This design comes from an exercise in tuning for a short achievable clock period, few clock cycles per item and low power on the open sky130 flow, not from production work. Only simulation tests tie the RTL to the original design; equivalence was not proved.

==> inputs of job 3890 <==
Design riscv_hart_top, start of the top module:
module riscv_hart_top #(
	parameter logic [XLEN-1:0] RESET_PC = 32'h0000_0000
) (
	input  logic            clock_bus_i,
	input  logic            reset_i,
	output logic [3:0]      exception_bus_o,
	output logic [XLEN-1:0] inst_addr_o,
	output logic            mem_req0_o,
	output logic [XLEN-1:0] mem_add0_o,
	input  logic [XLEN-1:0] mem_data0_i,
	input  logic            mem_done0_i,
	output logic            mem_req1_o,
	output logic            mem_rw1_o,
	output logic [XLEN-1:0] mem_add1_o,
	output logic [XLEN-1:0] mem_data1_o,
	input  logic [XLEN-1:0] mem_data1_i,
	input  logic            mem_done1_i,
	output logic            per_req_o,
	output logic            per_rw_o,
	output logic [XLEN-1:0] per_add_o,
	output logic [XLEN-1:0] per_data_o,
	input  logic [XLEN-1:0] per_data_i
);
clock: 9.0 ns
lec_check: 0
abc_clock_period_in_ps: 3000
cap_margin: 30
core_margin: 2
core_utilization: 40
cts_buf_list: sky130_fd_sc_hd__clkbuf_8
cts_cluster_diameter: 55
cts_cluster_size: 20
setup_slack_margin: 5
slew_margin: 30
run.sh (not shown) runs the stock make flow with config.mk's settings and CLKGATE_MAP_FILE= SYNTH_SCRIPT=/design/flow/synth_recipe.tcl, a recipe that flattens the netlist after the stock synthesis.
==> inputs of job 9336, as changes to job 3890 <==
--- a/flow/design.v
+++ b/flow/design.v
@@ -101,17 +101,17 @@
 	logic            d_valid;
 	logic            d_pred;      
 	logic [XLEN-1:0] ir;
 	logic [XLEN-1:0] d_pc;
 	logic            x_valid;
 	logic [XLEN-1:0] x_a, x_b;    
-	logic [19:0]     x_imm;       
+	logic [11:0]     x_imm;       
 	logic [XLEN-1:0] x_pc;
 	logic [4:0]      x_rd;
 	logic            x_we;        
-	logic            x_mem, x_st, x_br, x_jal, x_pred, x_bne, x_sub;
+	logic            x_mem, x_st, x_br, x_pred, x_bne, x_sub;
 	logic            x_misal;     
 	logic [3:0]      x_fn;
 	logic            m_mreq;      
 	logic            m_preq;      
 	logic            m_rw;
 	logic            m_we;        
@@ -176,60 +176,74 @@
 		.b_i      (x_b),
 		.result_o (alu_res),
 		.equal_o  (alu_eq)
 	);
 	logic [XLEN-1:0] x_addr, x_alt;
 	logic            x_mispred;
-	assign x_addr    = x_a + {{20{x_imm[11]}}, x_imm[11:0]};
-	assign x_alt     = x_pc + (x_pred ? 32'd4 : {{11{x_imm[19]}}, x_imm, 1'b0});
-	assign x_mispred = x_jal ? !x_pred : ((alu_eq ^ x_bne) != x_pred);
+	assign x_addr    = x_a + {{20{x_imm[11]}}, x_imm};
+	assign x_alt     = x_pc + (x_pred ? 32'd4 : {{19{x_imm[11]}}, x_imm, 1'b0});
+	assign x_mispred = (alu_eq ^ x_bne) != x_pred;
 	logic f_free, f_done;
 	assign f_done = f_busy && inst_done_i;
 	assign f_free = (!f_busy && !f_req) || f_done;
 	logic m_free;
 	assign m_free = !m_mreq;
-	logic x_ctl, x_done_nb, x_done_ctl, x_redirect, x_handoff, x_exc_pend;
-	assign x_ctl      = x_br || x_jal;
+	logic x_done_nb, x_redirect, x_handoff, x_exc_pend;
 	assign x_done_nb  = x_mem ? (m_free && !x_misal) : !(x_we && m_we);    
-	assign x_done_ctl = (!x_mispred || f_free) && !(x_we && m_we);
-	assign x_redirect = x_valid && x_ctl && x_mispred && f_free && !(x_we && m_we);
+	assign x_redirect = x_valid && x_br && x_mispred && f_free;
 	assign x_handoff  = x_valid && x_mem && m_free && !x_misal;
 	assign x_exc_pend = x_valid && x_mem && x_misal;
 	logic x_free, d_issue;
-	assign x_free  = !x_valid || (!x_ctl && x_done_nb);
+	assign x_free  = !x_valid || (!x_br && x_done_nb);
 	assign d_issue = d_valid && !d_illegal && !haz && x_free;
 	logic x_wr;
 	assign x_wr  = x_valid && x_we && !x_mem && !m_we;
 	assign rf_we = m_we || x_wr;
 	assign rf_wa = m_we ? m_rd : x_rd;
 	assign rf_wd = m_we ? (m_preq ? per_data_i : mem_data_i) : alu_res;
 	logic            in_jal, in_pred, in_sign;
-	logic [11:0]     in_off;      
-	logic [13:0]     in_lo;
-	logic [18:0]     hi, hi_inc, hi_dec;
-	logic [XLEN-1:0] in_tgt;
+	logic [13:0]     in_lo_b;     
+	logic [21:0]     in_lo_j;     
+	logic [18:0]     hi_b, hi_b_inc, hi_b_dec;
+	logic [10:0]     hi_j, hi_j_inc, hi_j_dec;
+	logic [XLEN-1:0] tgt_b, tgt_j, in_tgt;
 	assign in_jal  = (inst_data_i[6:0] == JAL);
+	assign in_pred = in_jal || ((inst_data_i[6:0] == BRANCH) && (inst_data_i[31] || inst_data_i[12]));
 	assign in_sign = inst_data_i[31];
-	assign in_pred = (in_jal && (inst_data_i[19:12] == {8{in_sign}})) ||
-	                 ((inst_data_i[6:0] == BRANCH) && (in_sign || inst_data_i[12]));
-	assign in_off  = {in_sign, inst_data_i[3] ? inst_data_i[20] : inst_data_i[7], inst_data_i[30:25],
-	                  inst_data_i[3] ? inst_data_i[24:21] : inst_data_i[11:8]};
-	assign in_lo   = {1'b0, f_pc[12:0]} + {1'b0, in_off, 1'b0};
+	assign in_lo_b = {1'b0, f_pc[12:0]} +
+	                 {1'b0, inst_data_i[31], inst_data_i[7], inst_data_i[30:25], inst_data_i[11:8], 1'b0};
+	logic [13:0] in_lo_j13;
+	logic [8:0]  in_mid_j0, in_mid_j1;
+	assign in_lo_j13 = {1'b0, f_pc[12:0]} + {1'b0, inst_data_i[20], inst_data_i[30:21], 1'b0};
+	assign in_mid_j0 = {1'b0, f_pc[20:13]} + {1'b0, inst_data_i[31], inst_data_i[19:13]};
+	assign in_mid_j1 = {1'b0, f_pc[20:13]} + {1'b0, inst_data_i[31], inst_data_i[19:13]} + 9'd1;
+	assign in_lo_j   = {in_lo_j13[13] ? in_mid_j1 : in_mid_j0, in_lo_j13[12:0]};
 	always_comb begin
 		logic c, b;
-		hi = f_pc[31:13];
+		hi_b = f_pc[31:13];
 		c = 1'b1;
 		b = 1'b1;
 		for (int i = 0; i < 19; i++) begin
-			hi_inc[i] = hi[i] ^ c;
-			hi_dec[i] = hi[i] ^ b;
-			c = c & hi[i];
-			b = b & !hi[i];
+			hi_b_inc[i] = hi_b[i] ^ c;
+			hi_b_dec[i] = hi_b[i] ^ b;
+			c = c & hi_b[i];
+			b = b & !hi_b[i];
+		end
+		hi_j = f_pc[31:21];
+		c = 1'b1;
+		b = 1'b1;
+		for (int i = 0; i < 11; i++) begin
+			hi_j_inc[i] = hi_j[i] ^ c;
+			hi_j_dec[i] = hi_j[i] ^ b;
+			c = c & hi_j[i];
+			b = b & !hi_j[i];
 		end
 	end
-	assign in_tgt = {(in_lo[13] == in_sign) ? hi : in_lo[13] ? hi_inc : hi_dec, in_lo[12:0]};
+	assign tgt_b = {(in_lo_b[13] == in_sign) ? hi_b : in_lo_b[13] ? hi_b_inc : hi_b_dec, in_lo_b[12:0]};
+	assign tgt_j = {(in_lo_j[21] == in_sign) ? hi_j : in_lo_j[21] ? hi_j_inc : hi_j_dec, in_lo_j[20:0]};
+	assign in_tgt = in_jal ? tgt_j : tgt_b;
 	logic accept, want, f_start, f_busy_n;
 	assign accept   = f_done && (!d_valid || d_issue);
 	assign f_start  = f_req && !f_busy;
 	assign f_busy_n = f_start || (f_busy && !inst_done_i);
 	logic       exc_now;
 	logic [3:0] exc_code;
@@ -270,13 +284,13 @@
 			if (x_redirect)
 				d_valid <= 1'b0;
 			else if (accept)
 				d_valid <= 1'b1;
 			else if (d_issue)
 				d_valid <= 1'b0;
-			x_valid <= d_issue || (x_valid && !(x_ctl ? x_done_ctl : x_done_nb));
+			x_valid <= d_issue || (x_valid && !(x_br ? (!x_mispred || f_free) : x_done_nb));
 			if (x_handoff) begin
 				m_mreq <= !x_addr[31];
 				m_preq <= x_addr[31];
 				m_we   <= x_we;
 			end else if (m_preq || (m_mreq && mem_done_i)) begin
 				m_mreq <= 1'b0;
@@ -293,22 +307,19 @@
 			d_pc   <= f_pc;
 			d_pred <= in_pred;
 		end
 		if (x_free) begin
 			x_a     <= d_jal ? d_pc : d_lui ? '0 : rf_a;
 			x_b     <= d_use2 ? (d_sub ? ~rf_b : rf_b) : d_lui ? imm_u : d_jal ? 32'd4 : imm_i;
-			x_imm   <= d_st  ? {{8{ir[31]}}, ir[31:25], ir[11:7]} :
-			           d_br  ? {{8{ir[31]}}, ir[31], ir[7], ir[30:25], ir[11:8]} :
-			           d_jal ? {ir[31], ir[19:12], ir[20], ir[30:21]} : {{8{ir[31]}}, ir[31:20]};
+			x_imm   <= d_st ? {ir[31:25], ir[11:7]} : d_br ? {ir[31], ir[7], ir[30:25], ir[11:8]} : ir[31:20];
 			x_pc    <= d_pc;
 			x_rd    <= rd;
 			x_we    <= d_we;
 			x_mem   <= d_ld || d_st;
 			x_st    <= d_st;
 			x_br    <= d_br;
-			x_jal   <= d_jal;
 			x_pred  <= d_pred;
 			x_bne   <= f3[0];
 			x_sub   <= d_sub;
 			x_misal <= (rf_a[1:0] + (d_st ? ir[8:7] : ir[21:20])) != 2'b00;
 			x_fn    <= !(d_op || d_opi)  ? 4'b0000 :
 			           (f3 == 3'b010) ? 4'b0001 :
==> flow/config.mk (replaced) <==
export PLATFORM = sky130hd
export DESIGN_NAME = riscv_hart_top
export DESIGN_NICKNAME = riscv_hart_top
export VERILOG_FILES = /design/flow/design.v
export SDC_FILE = /design/flow/constraint.sdc
export NUM_CORES = 4
export LEC_CHECK = 0
export ABC_CLOCK_PERIOD_IN_PS = 3000
export CAP_MARGIN = 40
export CORE_MARGIN = 2
export CORE_UTILIZATION = 55
export CTS_BUF_LIST = sky130_fd_sc_hd__clkbuf_8
export CTS_CLUSTER_DIAMETER = 50
export CTS_CLUSTER_SIZE = 16
export SETUP_SLACK_MARGIN = 5
export SLEW_MARGIN = 40
==> metrics.log <==
[metrics] number of resized instances in the post-cts repair step: 119
[metrics] buffers inserted by post-CTS timing repair: 52
[metrics] TritonCTS buffer count: 143
[metrics] highest fanout seen on the critical path: 8
[metrics] achievable clock frequency: 0.247 GHz
[metrics] Syn Std Cell Area: 0.0684 mm²
[metrics] complex-gate fraction of the synthesized area: under 10%
[metrics] sw frac: 28.8%
[metrics] status: complete, no violations
-- figures above: job 9336

==> metrics.log <==
[metrics] status: complete, no violations
[metrics] Worst VDD drop: about 0.00014 V
[metrics] TritonCTS buffer count: 117
[metrics] Syn Std Cell Area: 0.0677 mm²
[metrics] highest fanout seen on the critical path: 36
[metrics] first-pass GRT wire length: around 310000 µm
[metrics] number of resized instances in the post-cts repair step: 86
[metrics] buffers inserted by post-CTS timing repair: 14
[metrics] flip-flop count of the largest register, all copies and words added: 992
-- figures above: job 3890

Testbench counts of job 3890, summed over its fixed seeds: cycles 31,496, instrs 15,403.
Testbench counts of job 9336, summed over its fixed seeds: cycles 31,496, instrs 15,403.

static timing again, ports no longer ideal:
The flow's constraints put no driver on any port. The routed layouts listed below were extracted and timed again, unchanged, in two steps. Step 1 sets driving cells, clkbuf_16 on the clock port and buf_2 on the other inputs (assumed; they add their load-dependent delay and slew). Step 2 moves the port delays by t, midway between the first and last clock arrival at a register: inputs arrive t later, outputs are due t later. That takes back most of the time a late clock gives input paths. Slacks: ideal ports / drivers / drivers and shift; pairs: ideal ports / drivers.
run | shift t [ns] | setup slack, ns | hold WS [ns] | latest minus earliest clock arrival (ns) | cell pins on the clock port's net
job 3890 | 0.938 | 4.970 / 4.956 / 4.084 | 0.445 / 0.445 / 0.445 | 0.057 / 0.057 | 1
job 9336 | 0.978 | 4.951 / 4.968 / 4.013 | 0.455 / 0.455 / 0.455 | 0.053 / 0.053 | 1
After both steps setup and hold are still met in every run listed. The setup slack of job 9336, which loses most, moves by +0.017 ns with the drivers and by -0.938 ns with both steps.
